Context: an optimization exercise on an open-source flow, tuned for small area, a short achievable clock period and few clock cycles per item. The choices shown serve that exercise and are no tape-out recipe. At most, simulation tests tie the RTL to the original design; equivalence was not proved. Power and IR drop assume default switching activity.

==> branch garnet <==
==> flow/design.v (excerpt) <==
module ex_top #(
    parameter int LANES = 1
) (
    input  wire logic                           clk,
    input  wire logic                           rst_n,
    input  wire logic                           in_valid,
    output logic                                in_ready,   
    input  wire logic [4:0]                     op,   
    input  wire logic [ex_pkg::DATA_WIDTH-1:0]  rs1_data,
    input  wire logic [ex_pkg::DATA_WIDTH-1:0]  rs2_data,
    input  wire logic [ex_pkg::DATA_WIDTH-1:0]  pc,
    input  wire logic [ex_pkg::DATA_WIDTH-1:0]  imm,
    input  wire logic                           sel_pc,
    input  wire logic                           sel_imm,
    output logic                                out_valid,
    input  wire logic                           out_ready,
    output logic      [ex_pkg::DATA_WIDTH-1:0]  result,
    output logic                                branch_taken,
    output logic      [ex_pkg::DATA_WIDTH-1:0]  branch_target
);
    logic        x_valid;
    logic        x_free;     
    logic        x_valid_n, s_valid_n, x_ism_n, m_fin_n;
    logic [31:0] x_a, x_b, x_t;
    logic        x_sub;
    logic        f_add, f_sh, f_left, f_sra, f_slt, f_sltu, f_xor, f_or, f_and, f_lui;
    logic        f_jump, f_tgt, f_jalr;
    logic [5:0]  f_br;
    logic        m_div, m_asg, m_bsg, m_rem, m_lo;
    logic        x_ism;
    logic        x_done;
    logic        x_adv;
    logic        br_in, jal_in, jalr_in;
    assign br_in   = (op >= 5'd11) && (op <= 5'd16);
    assign jal_in  = (op == 5'd17);
    assign jalr_in = (op == 5'd18);
    logic        m_fin;
    logic [31:0] m_result;
    logic        m_bwr;
    logic [31:0] m_bnxt;
    logic        o_valid, s_valid;
    logic [64:0] o_data, x_data;
    logic        park;
    logic [64:0] m_pout;
    logic        m_awr;
    logic [31:0] m_anxt;
    logic        sh_ovr;
    logic [4:0]  sh_amt;
    logic [31:0] sh_out;
    always_ff @(posedge clk) begin
        if (x_free) begin
            x_ism  <= (op >= 5'd19);
            f_add  <= (op == 5'd0) || (op == 5'd1) || jal_in;
            f_sh   <= (op == 5'd2) || (op == 5'd6) || (op == 5'd7);
            f_left <= (op == 5'd2);
            f_sra  <= (op == 5'd7);
  ...
Settings: LEC_CHECK=0, CAP_MARGIN=20, CORE_MARGIN=2, CORE_UTILIZATION=40, PLACE_DENSITY=0.6, SLEW_MARGIN=20, SETUP_SLACK_MARGIN=7; clock period 12.0 ns.
standard.sh (not shown) runs the stock make flow with config.mk's settings and CLKGATE_MAP_FILE= SYNTH_SCRIPT=/design/flow/synth_recipe.tcl, a recipe that flattens the netlist after the stock synthesis.
==> flow/flow/run.sh <==
#!/bin/bash
set -e
cp config.mk config.orig.mk
sed -i '/SETUP_SLACK_MARGIN/d' config.mk
echo "export SETUP_SLACK_MARGIN = ${MARGIN:-7}" >> config.mk
cp standard.sh standard.copy.sh
bash standard.sh > standard.log 2>&1
==> branch violet: changes against branch garnet <==
--- a/flow/design.v
+++ b/flow/design.v
@@ -104,12 +104,14 @@
     input  wire logic         act,      
     input  wire logic         is_div,   
     input  wire logic         a_signed,
     input  wire logic         b_signed,
     input  wire logic         want_rem,
     input  wire logic         mul_lo,   
+    input  wire logic         use_r1,   
+    input  wire logic         use_r2,   
     input  wire logic [31:0]  a,
     input  wire logic [31:0]  b,
     input  wire logic         adv,      
     input  wire logic         hold,     
     input  wire logic         park,     
     input  wire logic [64:0]  pdata,
@@ -138,13 +140,12 @@
     logic [R-1:0] r2;      
     logic         bprev;   
     logic         cy;      
     logic         fneg;    
     logic         ones;    
     logic         sbq;     
-    logic         bzq;     
     logic         abit;    
     logic sa, sb;
     assign sa = a_signed & a[31];
     assign sb = b_signed & b[31];
     logic first, start, mstep;
     logic idle_q, dn_q, mlast;   
@@ -227,48 +228,55 @@
         else clz32 = z4[1] ? {2'b01, c4[0]} : {2'b00, c4[1]};
     endfunction
     assign ma = sa ? -a : a;
     assign bz = (b == 32'd0);
     assign la = clz32(a ^ {32{sa}});
     assign lb = clz32(b ^ {32{sb}});
-    assign early  = cnt[6] || bzq;
+    logic [6:0]  kk;
+    assign kk     = 7'({1'b0, lb}) - 7'({1'b0, la}) + 7'(sa);
+    assign early  = kk[6] || bz;   
     assign sh_ovr = dn_q;
     assign sh_amt = cnt[4:0];
     assign nidx   = dn_q ? cnt[4:0] : cnt[4:0] - 5'd1;
     assign remx = {r2[31:0], abit};
     assign dsum = {1'b0, remx} + (sbq ? {2'b11, b} : ~{2'b00, b}) + {33'd0, !sbq};
     assign ge   = !dsum[33];
-    logic [31:0] fx, fy, fsum, dres;
-    assign dres = want_rem ? r2[31:0] : r1[31:0];
-    assign fx   = is_div ? 32'd0 : r1[31:0];
-    assign fy   = is_div ? (dres ^ {32{fneg}}) : r2[31:0];
-    assign fsum = fx + fy + {31'd0, is_div ? fneg : cy};
+    logic [31:0] fx, fy, fsum;
+    assign fx   = (r1[31:0] ^ {32{fneg}}) & {32{use_r1}};
+    assign fy   = (r2[31:0] ^ {32{fneg}}) & {32{use_r2}};
+    assign fsum = fx + fy + {31'd0, fneg | (cy & !is_div)};
     assign fin    = (state == S_FIN);
-    assign result = mul_lo ? b : (fsum | {32{is_div && ones}});
+    assign result = mul_lo ? b : (fsum | {32{ones}});
     assign pout   = {r1[32:0], r2[31:0]};
     assign b_wr  = mstep;
     assign b_nxt = {low[7:0], b[31:8]};
     assign a_wr  = start && is_div;
     assign a_nxt = ma;
     logic [2:0] state_n;
     always_comb begin
         state_n = state;
         if (!rst_n) begin
             state_n = S_IDLE;
         end else begin
             case (state)
-                S_IDLE: if (start) state_n = is_div ? S_DN : S_MUL;
+                S_IDLE: if (start) state_n = is_div ? (early ? S_FIN : S_DN) : S_MUL;
                 S_MUL:  if (cnt[1:0] == 2'd3) state_n = S_FIN;
-                S_DN:   state_n = early ? S_FIN : S_DIT;
+                S_DN:   state_n = S_DIT;
                 S_DIT:  if (cnt[5:0] == 6'd0) state_n = S_FIN;
                 default: if (adv) state_n = S_IDLE;
             endcase
         end
     end
     assign fin_n = (state_n == S_FIN);
     always_ff @(posedge clk) begin
+        if (start) begin
+            fneg <= is_div && (want_rem ? sa : (sa ^ sb));
+            ones <= is_div && bz && !want_rem;
+        end
+    end
+    always_ff @(posedge clk) begin
         state  <= state_n;
         idle_q <= (state_n == S_IDLE);
         dn_q   <= (state_n == S_DN);
         mlast  <= rst_n && mstep && !first && (cnt[1:0] == 2'd2);
     end
     always_ff @(posedge clk) begin
@@ -279,20 +287,18 @@
             cnt   <= first ? 7'd1 : cnt + 7'd1;
             r1    <= s5[W-1:8];
             r2    <= c5[W-1:8];
             cy    <= low[8];
             bprev <= bb[8];
         end else if (start) begin
-            cnt <= 7'({1'b0, lb}) - 7'({1'b0, la}) + 7'(sa);
-            fneg <= want_rem ? sa : (sa ^ sb);
-            ones <= bz && !want_rem;
+            cnt <= kk;
+            r1  <= '0;
+            r2  <= R'(ma);
             sbq  <= sb;
-            bzq  <= bz;
         end else if (state == S_DN) begin
-            r1   <= '0;
-            r2   <= early ? R'(a) : (cnt[5] ? '0 : R'(sh_out[31:1]));
+            r2   <= cnt[5] ? '0 : R'(sh_out[31:1]);
             abit <= !cnt[5] && a[nidx];
         end else if (state == S_DIT) begin
             cnt  <= cnt - 7'd1;
             r1   <= R'({r1[30:0], ge});
             r2   <= R'(ge ? dsum[31:0] : remx[31:0]);
             abit <= a[nidx];
@@ -327,13 +333,13 @@
     logic        x_valid_n, s_valid_n, x_ism_n, m_fin_n;
     logic [31:0] x_a, x_b, x_t;
     logic        x_sub;
     logic        f_add, f_sh, f_left, f_sra, f_slt, f_sltu, f_xor, f_or, f_and, f_lui;
     logic        f_jump, f_tgt, f_jalr;
     logic [5:0]  f_br;
-    logic        m_div, m_asg, m_bsg, m_rem, m_lo;
+    logic        m_div, m_asg, m_bsg, m_rem, m_lo, m_r1, m_r2;
     logic        x_ism;
     logic        x_done;
     logic        x_adv;
     logic        br_in, jal_in, jalr_in;
     assign br_in   = (op >= 5'd11) && (op <= 5'd16);
     assign jal_in  = (op == 5'd17);
@@ -370,12 +376,14 @@
             for (int i = 0; i < 6; i++) f_br[i] <= (op == 5'(11 + i));
             m_div  <= (op >= 5'd23);
             m_asg  <= (op == 5'd20) || (op == 5'd21) || (op == 5'd23) || (op == 5'd25);
             m_bsg  <= (op == 5'd20) || (op == 5'd23) || (op == 5'd25);
             m_rem  <= (op == 5'd25) || (op == 5'd26);
             m_lo   <= (op == 5'd19);
+            m_r1   <= (op <= 5'd24);
+            m_r2   <= (op <= 5'd22) || (op >= 5'd25);
             x_t    <= jalr_in ? {pc[31:2] + 30'd1, pc[1:0]} : pc + imm;
             x_sub  <= (op == 5'd1) || (op == 5'd3) || (op == 5'd4) || br_in;
         end
     end
     always_ff @(posedge clk) begin
         if (x_free) x_a <= ((sel_pc && !br_in && !jalr_in) || jal_in) ? pc : rs1_data;
@@ -422,12 +430,14 @@
         .act    (x_valid && x_ism),
         .is_div   (m_div),
         .a_signed (m_asg),
         .b_signed (m_bsg),
         .want_rem (m_rem),
         .mul_lo   (m_lo),
+        .use_r1   (m_r1),
+        .use_r2   (m_r2),
         .a      (x_a),
         .b      (x_b),
         .adv    (x_adv),
         .hold   (s_valid),
         .park   (park),
         .pdata  (x_data),
==> flow/flow/run.sh (replaced) <==
#!/bin/bash
set -e
cp config.mk config.orig.mk
sed -i '/SETUP_SLACK_MARGIN/d' config.mk
echo "export SETUP_SLACK_MARGIN = ${MARGIN:-7.5}" >> config.mk
cp standard.sh standard.copy.sh
bash standard.sh > standard.log 2>&1
SETUP_SLACK_MARGIN = 7.5   (was 7)
==> branch harbor: changes against branch garnet <==
--- a/flow/design.v
+++ b/flow/design.v
@@ -37,27 +37,28 @@
 `default_nettype wire
 `timescale 1ns/10ps
 `default_nettype none
 module ex_alu (
     input  wire logic [31:0]  a,
     input  wire logic [31:0]  b,
-    input  wire logic [31:0]  t,
+    input  wire logic [31:0]  pc,
+    input  wire logic [31:0]  imm,
     input  wire logic         sub,      
+    input  wire logic         jalr,
     input  wire logic         f_add,    
     input  wire logic         f_sh,     
     input  wire logic         f_left,   
     input  wire logic         f_sra,    
     input  wire logic         f_slt,
     input  wire logic         f_sltu,
     input  wire logic         f_xor,
     input  wire logic         f_or,
     input  wire logic         f_and,
     input  wire logic         f_lui,
-    input  wire logic         f_jump,   
+    input  wire logic         f_link,   
     input  wire logic         f_tgt,    
-    input  wire logic         f_jalr,
     input  wire logic [5:0]   f_br,     
     input  wire logic         sh_ovr,   
     input  wire logic [4:0]   sh_amt,
     output logic      [31:0]  sh_out,
     output logic      [31:0]  result,
     output logic              taken,
@@ -69,12 +70,14 @@
     logic        ltu;
     logic        lt;
     logic        eq;
     logic [31:0] sin;
     logic [31:0] sout;
     logic [32:0] sr;
+    logic [31:0] link;
+    logic [31:0] tsum;
     assign bx = b ^ {32{sub}};
     assign sum  = {1'b0, a} + {1'b0, bx} + {32'd0, sub};
     assign diff = sum[31:0];
     assign ltu  = !sum[32];
     assign lt   = (a[31] ^ b[31]) ? a[31] : diff[31];
     assign eq   = (a == b);
@@ -83,20 +86,22 @@
     end
     assign sr = $signed({f_sra & a[31], sin}) >>> (sh_ovr ? sh_amt : b[4:0]);
     always_comb begin
         for (int i = 0; i < 32; i++) sout[i] = f_left ? sr[31-i] : sr[i];
     end
     assign sh_out = sout;
+    assign link = {pc[31:2] + 30'd1, pc[1:0]};
+    assign tsum = (jalr ? a : pc) + imm;
     assign result = ({32{f_add}} & diff) | ({32{f_sh}} & sout) |
                     {31'd0, (f_slt & lt) | (f_sltu & ltu)} |
                     ({32{f_xor}} & (a ^ b)) | ({32{f_or}} & (a | b)) |
                     ({32{f_and}} & (a & b)) | ({32{f_lui}} & b) |
-                    ({32{f_jalr}} & t);
+                    ({32{f_link}} & link);
     assign taken  = (f_br[0] & eq) | (f_br[1] & !eq) | (f_br[2] & lt) | (f_br[3] & !lt) |
-                    (f_br[4] & ltu) | (f_br[5] & !ltu) | f_jump;
-    assign target = ({32{f_tgt}} & t) | ({32{f_jalr}} & {diff[31:1], 1'b0});
+                    (f_br[4] & ltu) | (f_br[5] & !ltu) | f_link;
+    assign target = {32{f_tgt}} & {tsum[31:1], tsum[0] & !jalr};
 endmodule
 `default_nettype wire
 `timescale 1ns/10ps
 `default_nettype none
 module ex_muldiv (
     input  wire logic         clk,
@@ -135,23 +140,21 @@
     logic [2:0]   state;
     logic [6:0]   cnt;
     logic [R-1:0] r1;      
     logic [R-1:0] r2;      
     logic         bprev;   
     logic         cy;      
-    logic         fneg;    
-    logic         ones;    
+    logic         saq;     
     logic         sbq;     
     logic         bzq;     
     logic         abit;    
     logic sa, sb;
     assign sa = a_signed & a[31];
     assign sb = b_signed & b[31];
     logic first, start, mstep;
-    logic idle_q, dn_q, mlast;   
-    assign first = idle_q;
+    assign first = (state == S_IDLE);
     assign start = first && act && !hold;
     assign mstep = (start && !is_div) || (state == S_MUL);
     function automatic void csa(input logic [W-1:0] x, input logic [W-1:0] y,
                                 input logic [W-1:0] z,
                                 output logic [W-1:0] s, output logic [W-1:0] c);
         s = x ^ y ^ z;
@@ -161,13 +164,13 @@
     logic [8:0]   bb;
     logic [32:0]  aext;
     logic [W-1:0] row [7];
     logic [3:0]   negd;
     logic [W-1:0] sA, cA, sB, cB, sC, cC, sD, cD, s5, c5;
     logic [8:0]   low;
-    assign last = mlast;
+    assign last = (state == S_MUL) && (cnt[1:0] == 2'd3);
     assign bb   = {b[7:0], bprev & !first};
     assign aext = {a_signed & a[31], a};
     always_comb begin
         logic         bn, one, two;
         logic [33:0]  sel;
         logic [W-1:0] px;
@@ -200,53 +203,35 @@
     logic        early;
     logic [32:0] remx;
     logic [33:0] dsum;
     logic        ge;
     logic [4:0]  nidx;
     function automatic logic [5:0] clz32(input logic [31:0] v);
-        logic [15:0] z1;  logic [15:0] c1;        
-        logic [7:0]  z2;  logic [7:0][1:0] c2;    
-        logic [3:0]  z3;  logic [3:0][2:0] c3;    
-        logic [1:0]  z4;  logic [1:0][3:0] c4;    
-        for (int i = 0; i < 16; i++) begin
-            z1[i] = !(v[2*i+1] | v[2*i]);
-            c1[i] = !v[2*i+1];
-        end
-        for (int i = 0; i < 8; i++) begin
-            z2[i] = z1[2*i+1] & z1[2*i];
-            c2[i] = z1[2*i+1] ? {1'b1, c1[2*i]} : {1'b0, c1[2*i+1]};
-        end
-        for (int i = 0; i < 4; i++) begin
-            z3[i] = z2[2*i+1] & z2[2*i];
-            c3[i] = z2[2*i+1] ? {1'b1, c2[2*i]} : {1'b0, c2[2*i+1]};
-        end
-        for (int i = 0; i < 2; i++) begin
-            z4[i] = z3[2*i+1] & z3[2*i];
-            c4[i] = z3[2*i+1] ? {1'b1, c3[2*i]} : {1'b0, c3[2*i+1]};
-        end
-        if (z4[1] & z4[0]) clz32 = 6'd32;
-        else clz32 = z4[1] ? {2'b01, c4[0]} : {2'b00, c4[1]};
+        clz32 = 6'd32;
+        for (int i = 0; i < 32; i++) if (v[i]) clz32 = 6'(31 - i);
     endfunction
     assign ma = sa ? -a : a;
     assign bz = (b == 32'd0);
     assign la = clz32(a ^ {32{sa}});
     assign lb = clz32(b ^ {32{sb}});
     assign early  = cnt[6] || bzq;
-    assign sh_ovr = dn_q;
-    assign sh_amt = cnt[4:0];
-    assign nidx   = dn_q ? cnt[4:0] : cnt[4:0] - 5'd1;
+    assign sh_ovr = (state == S_DN);
+    assign sh_amt = cnt[4:0] + 5'd1;
+    assign nidx   = (state == S_DN) ? cnt[4:0] : cnt[4:0] - 5'd1;
     assign remx = {r2[31:0], abit};
     assign dsum = {1'b0, remx} + (sbq ? {2'b11, b} : ~{2'b00, b}) + {33'd0, !sbq};
     assign ge   = !dsum[33];
     logic [31:0] fx, fy, fsum, dres;
+    logic        fneg;
     assign dres = want_rem ? r2[31:0] : r1[31:0];
+    assign fneg = want_rem ? saq : (saq ^ sbq);
     assign fx   = is_div ? 32'd0 : r1[31:0];
     assign fy   = is_div ? (dres ^ {32{fneg}}) : r2[31:0];
     assign fsum = fx + fy + {31'd0, is_div ? fneg : cy};
     assign fin    = (state == S_FIN);
-    assign result = mul_lo ? b : (fsum | {32{is_div && ones}});
+    assign result = is_div ? ((bzq && !want_rem) ? 32'hffff_ffff : fsum) : (mul_lo ? b : fsum);
     assign pout   = {r1[32:0], r2[31:0]};
     assign b_wr  = mstep;
     assign b_nxt = {low[7:0], b[31:8]};
     assign a_wr  = start && is_div;
     assign a_nxt = ma;
     logic [2:0] state_n;
@@ -262,37 +247,31 @@
                 S_DIT:  if (cnt[5:0] == 6'd0) state_n = S_FIN;
                 default: if (adv) state_n = S_IDLE;
             endcase
         end
     end
     assign fin_n = (state_n == S_FIN);
-    always_ff @(posedge clk) begin
-        state  <= state_n;
-        idle_q <= (state_n == S_IDLE);
-        dn_q   <= (state_n == S_DN);
-        mlast  <= rst_n && mstep && !first && (cnt[1:0] == 2'd2);
-    end
+    always_ff @(posedge clk) state <= state_n;
     always_ff @(posedge clk) begin
         if (park) begin
             r1 <= R'(pdata[64:32]);
             r2 <= R'(pdata[31:0]);
         end else if (mstep) begin
             cnt   <= first ? 7'd1 : cnt + 7'd1;
             r1    <= s5[W-1:8];
             r2    <= c5[W-1:8];
             cy    <= low[8];
             bprev <= bb[8];
         end else if (start) begin
             cnt <= 7'({1'b0, lb}) - 7'({1'b0, la}) + 7'(sa);
-            fneg <= want_rem ? sa : (sa ^ sb);
-            ones <= bz && !want_rem;
-            sbq  <= sb;
-            bzq  <= bz;
+            saq <= sa;
+            sbq <= sb;
+            bzq <= bz;
         end else if (state == S_DN) begin
             r1   <= '0;
-            r2   <= early ? R'(a) : (cnt[5] ? '0 : R'(sh_out[31:1]));
+            r2   <= early ? R'(a) : ((cnt[5:0] >= 6'd31) ? '0 : R'(sh_out));
             abit <= !cnt[5] && a[nidx];
         end else if (state == S_DIT) begin
             cnt  <= cnt - 7'd1;
             r1   <= R'({r1[30:0], ge});
             r2   <= R'(ge ? dsum[31:0] : remx[31:0]);
             abit <= a[nidx];
@@ -322,24 +301,23 @@
     output logic                                branch_taken,
     output logic      [ex_pkg::DATA_WIDTH-1:0]  branch_target
 );
     logic        x_valid;
     logic        x_free;     
     logic        x_valid_n, s_valid_n, x_ism_n, m_fin_n;
-    logic [31:0] x_a, x_b, x_t;
-    logic        x_sub;
+    logic [31:0] x_a, x_b, x_pc, x_imm;
+    logic        x_sub, x_jalr;
     logic        f_add, f_sh, f_left, f_sra, f_slt, f_sltu, f_xor, f_or, f_and, f_lui;
-    logic        f_jump, f_tgt, f_jalr;
+    logic        f_link, f_tgt;
     logic [5:0]  f_br;
     logic        m_div, m_asg, m_bsg, m_rem, m_lo;
     logic        x_ism;
     logic        x_done;
     logic        x_adv;
-    logic        br_in, jal_in, jalr_in;
+    logic        br_in, jalr_in;
     assign br_in   = (op >= 5'd11) && (op <= 5'd16);
-    assign jal_in  = (op == 5'd17);
     assign jalr_in = (op == 5'd18);
     logic        m_fin;
     logic [31:0] m_result;
     logic        m_bwr;
     logic [31:0] m_bnxt;
     logic        o_valid, s_valid;
@@ -351,66 +329,68 @@
     logic        sh_ovr;
     logic [4:0]  sh_amt;
     logic [31:0] sh_out;
     always_ff @(posedge clk) begin
         if (x_free) begin
             x_ism  <= (op >= 5'd19);
-            f_add  <= (op == 5'd0) || (op == 5'd1) || jal_in;
+            f_add  <= (op == 5'd0) || (op == 5'd1);
             f_sh   <= (op == 5'd2) || (op == 5'd6) || (op == 5'd7);
             f_left <= (op == 5'd2);
             f_sra  <= (op == 5'd7);
             f_slt  <= (op == 5'd3);
             f_sltu <= (op == 5'd4);
             f_xor  <= (op == 5'd5);
             f_or   <= (op == 5'd8);
             f_and  <= (op == 5'd9);
             f_lui  <= (op == 5'd10);
-            f_jump <= jal_in || jalr_in;
-            f_tgt  <= (op >= 5'd11) && (op <= 5'd17);
-            f_jalr <= jalr_in;
+            f_link <= (op == 5'd17) || (op == 5'd18);
+            f_tgt  <= (op >= 5'd11) && (op <= 5'd18);
             for (int i = 0; i < 6; i++) f_br[i] <= (op == 5'(11 + i));
             m_div  <= (op >= 5'd23);
             m_asg  <= (op == 5'd20) || (op == 5'd21) || (op == 5'd23) || (op == 5'd25);
             m_bsg  <= (op == 5'd20) || (op == 5'd23) || (op == 5'd25);
             m_rem  <= (op == 5'd25) || (op == 5'd26);
             m_lo   <= (op == 5'd19);
-            x_t    <= jalr_in ? {pc[31:2] + 30'd1, pc[1:0]} : pc + imm;
+            x_pc   <= pc;
+            x_imm  <= imm;
             x_sub  <= (op == 5'd1) || (op == 5'd3) || (op == 5'd4) || br_in;
+            x_jalr <= jalr_in;
         end
     end
     always_ff @(posedge clk) begin
-        if (x_free) x_a <= ((sel_pc && !br_in && !jalr_in) || jal_in) ? pc : rs1_data;
+        if (x_free) x_a <= (sel_pc && !br_in && !jalr_in) ? pc : rs1_data;
         else if (m_awr) x_a <= m_anxt;
     end
     always_ff @(posedge clk) begin
-        if (x_free) x_b <= jal_in ? 32'd4 : (((sel_imm || jalr_in) && !br_in) ? imm : rs2_data);
+        if (x_free) x_b <= (sel_imm && !br_in) ? imm : rs2_data;
         else if (m_bwr) x_b <= m_bnxt;
     end
     always_ff @(posedge clk) begin
         x_valid <= x_valid_n;
     end
     logic [31:0] alu_result, alu_target;
     logic        alu_taken;
     ex_alu u_alu (
         .a      (x_a),
         .b      (x_b),
-        .t      (x_t),
+        .pc     (x_pc),
+        .imm    (x_imm),
         .sub    (x_sub),
+        .jalr   (x_jalr),
         .f_add  (f_add),
         .f_sh   (f_sh),
         .f_left (f_left),
         .f_sra  (f_sra),
         .f_slt  (f_slt),
         .f_sltu (f_sltu),
         .f_xor  (f_xor),
         .f_or   (f_or),
         .f_and  (f_and),
         .f_lui  (f_lui),
-        .f_jump (f_jump),
+        .f_link (f_link),
         .f_tgt  (f_tgt),
-        .f_jalr (f_jalr),
         .f_br   (f_br),
         .sh_ovr (sh_ovr),
         .sh_amt (sh_amt),
         .sh_out (sh_out),
         .result (alu_result),
         .taken  (alu_taken),
CORE_UTILIZATION = 60   (was 40)
PLACE_DENSITY = 0.75   (was 0.6)
==> run notes <==
quantity                                                 branch harbor  branch garnet  branch violet
Pin count of the biggest net entering global routing                74             67             69
Simple-gate portion of the synthesized area                      16.1%          15.2%          16.1%
Clock skew after layout                                        42.7 ps        35.2 ps        38.7 ps
Length of the first detailed-routing pass in iterations             17              9             10
Outcome                                       timing/DRC/antenna clean  timing/DRC/antenna clean  timing/DRC/antenna clean
Post-synth design cell area                                 0.0405 mm²     0.0395 mm²     0.0403 mm²
Share of cell area taken by multi-input logic gates              63.1%          64.5%          63.5%
Power Internal                                               0.00572 W      0.00580 W      0.00628 W
Total nets after synthesis                                        5426           5301           5439
Core Rows                                                           95            115            116
Met1 Wirelength                                               63200 µm       73900 µm       90600 µm
Clock buf count                                                     46             41             46
Fraction of power consumed by the clock network                  10.8%           9.5%           7.8%
Sequential Area                                            0.00922 mm²    0.00834 mm²    0.00834 mm²
First element of the critical path                              x_jalr          m_rem        x_a[31]
Fin crit share                                                   42.4%          42.0%          39.2%
Inverter count of the layout excluding clock inverters             329            351            354
Testbench counts of branch garnet, summed over its fixed seeds: cycles 141,602, items 80,000.
Testbench counts of branch violet, summed over its fixed seeds: cycles 140,196, items 80,000.
Only the layout flow was run in branch harbor; the RTL was not checked for function there.

==> separate check: timing with driven ports <==
The results above use ideal ports. As a check the final layouts listed here were re-extracted and re-timed, cells and wires unchanged.
Step 1 assumes that a clkbuf_16 drives the clock port and a buf_2 every other input.
Step 2 times the ports against the registers' clock, not the clock port: input delays grow and output delays shrink by t, the midpoint of the rising clock arrivals with the driver on.
Three values: ideal ports, drivers, drivers and shift; two values: the first two.
run | shift t [ns] | setup slack, ns | worst register clock-pin slew, ns | worst slew at a driven data input, ns
branch garnet | 0.661 | 6.956 / 6.956 / 6.418 | 0.08 / 0.08 | 0.07
branch violet | 0.673 | 7.297 / 7.297 / 6.854 | 0.08 / 0.08 | 0.05
branch harbor | 0.670 | 6.910 / 6.910 / 6.475 | 0.07 / 0.07 | 0.06
After both steps setup and hold are still met in every run listed. The setup slack of branch garnet, which loses most, moves by 0.000 ns with the drivers and by -0.538 ns with both steps.
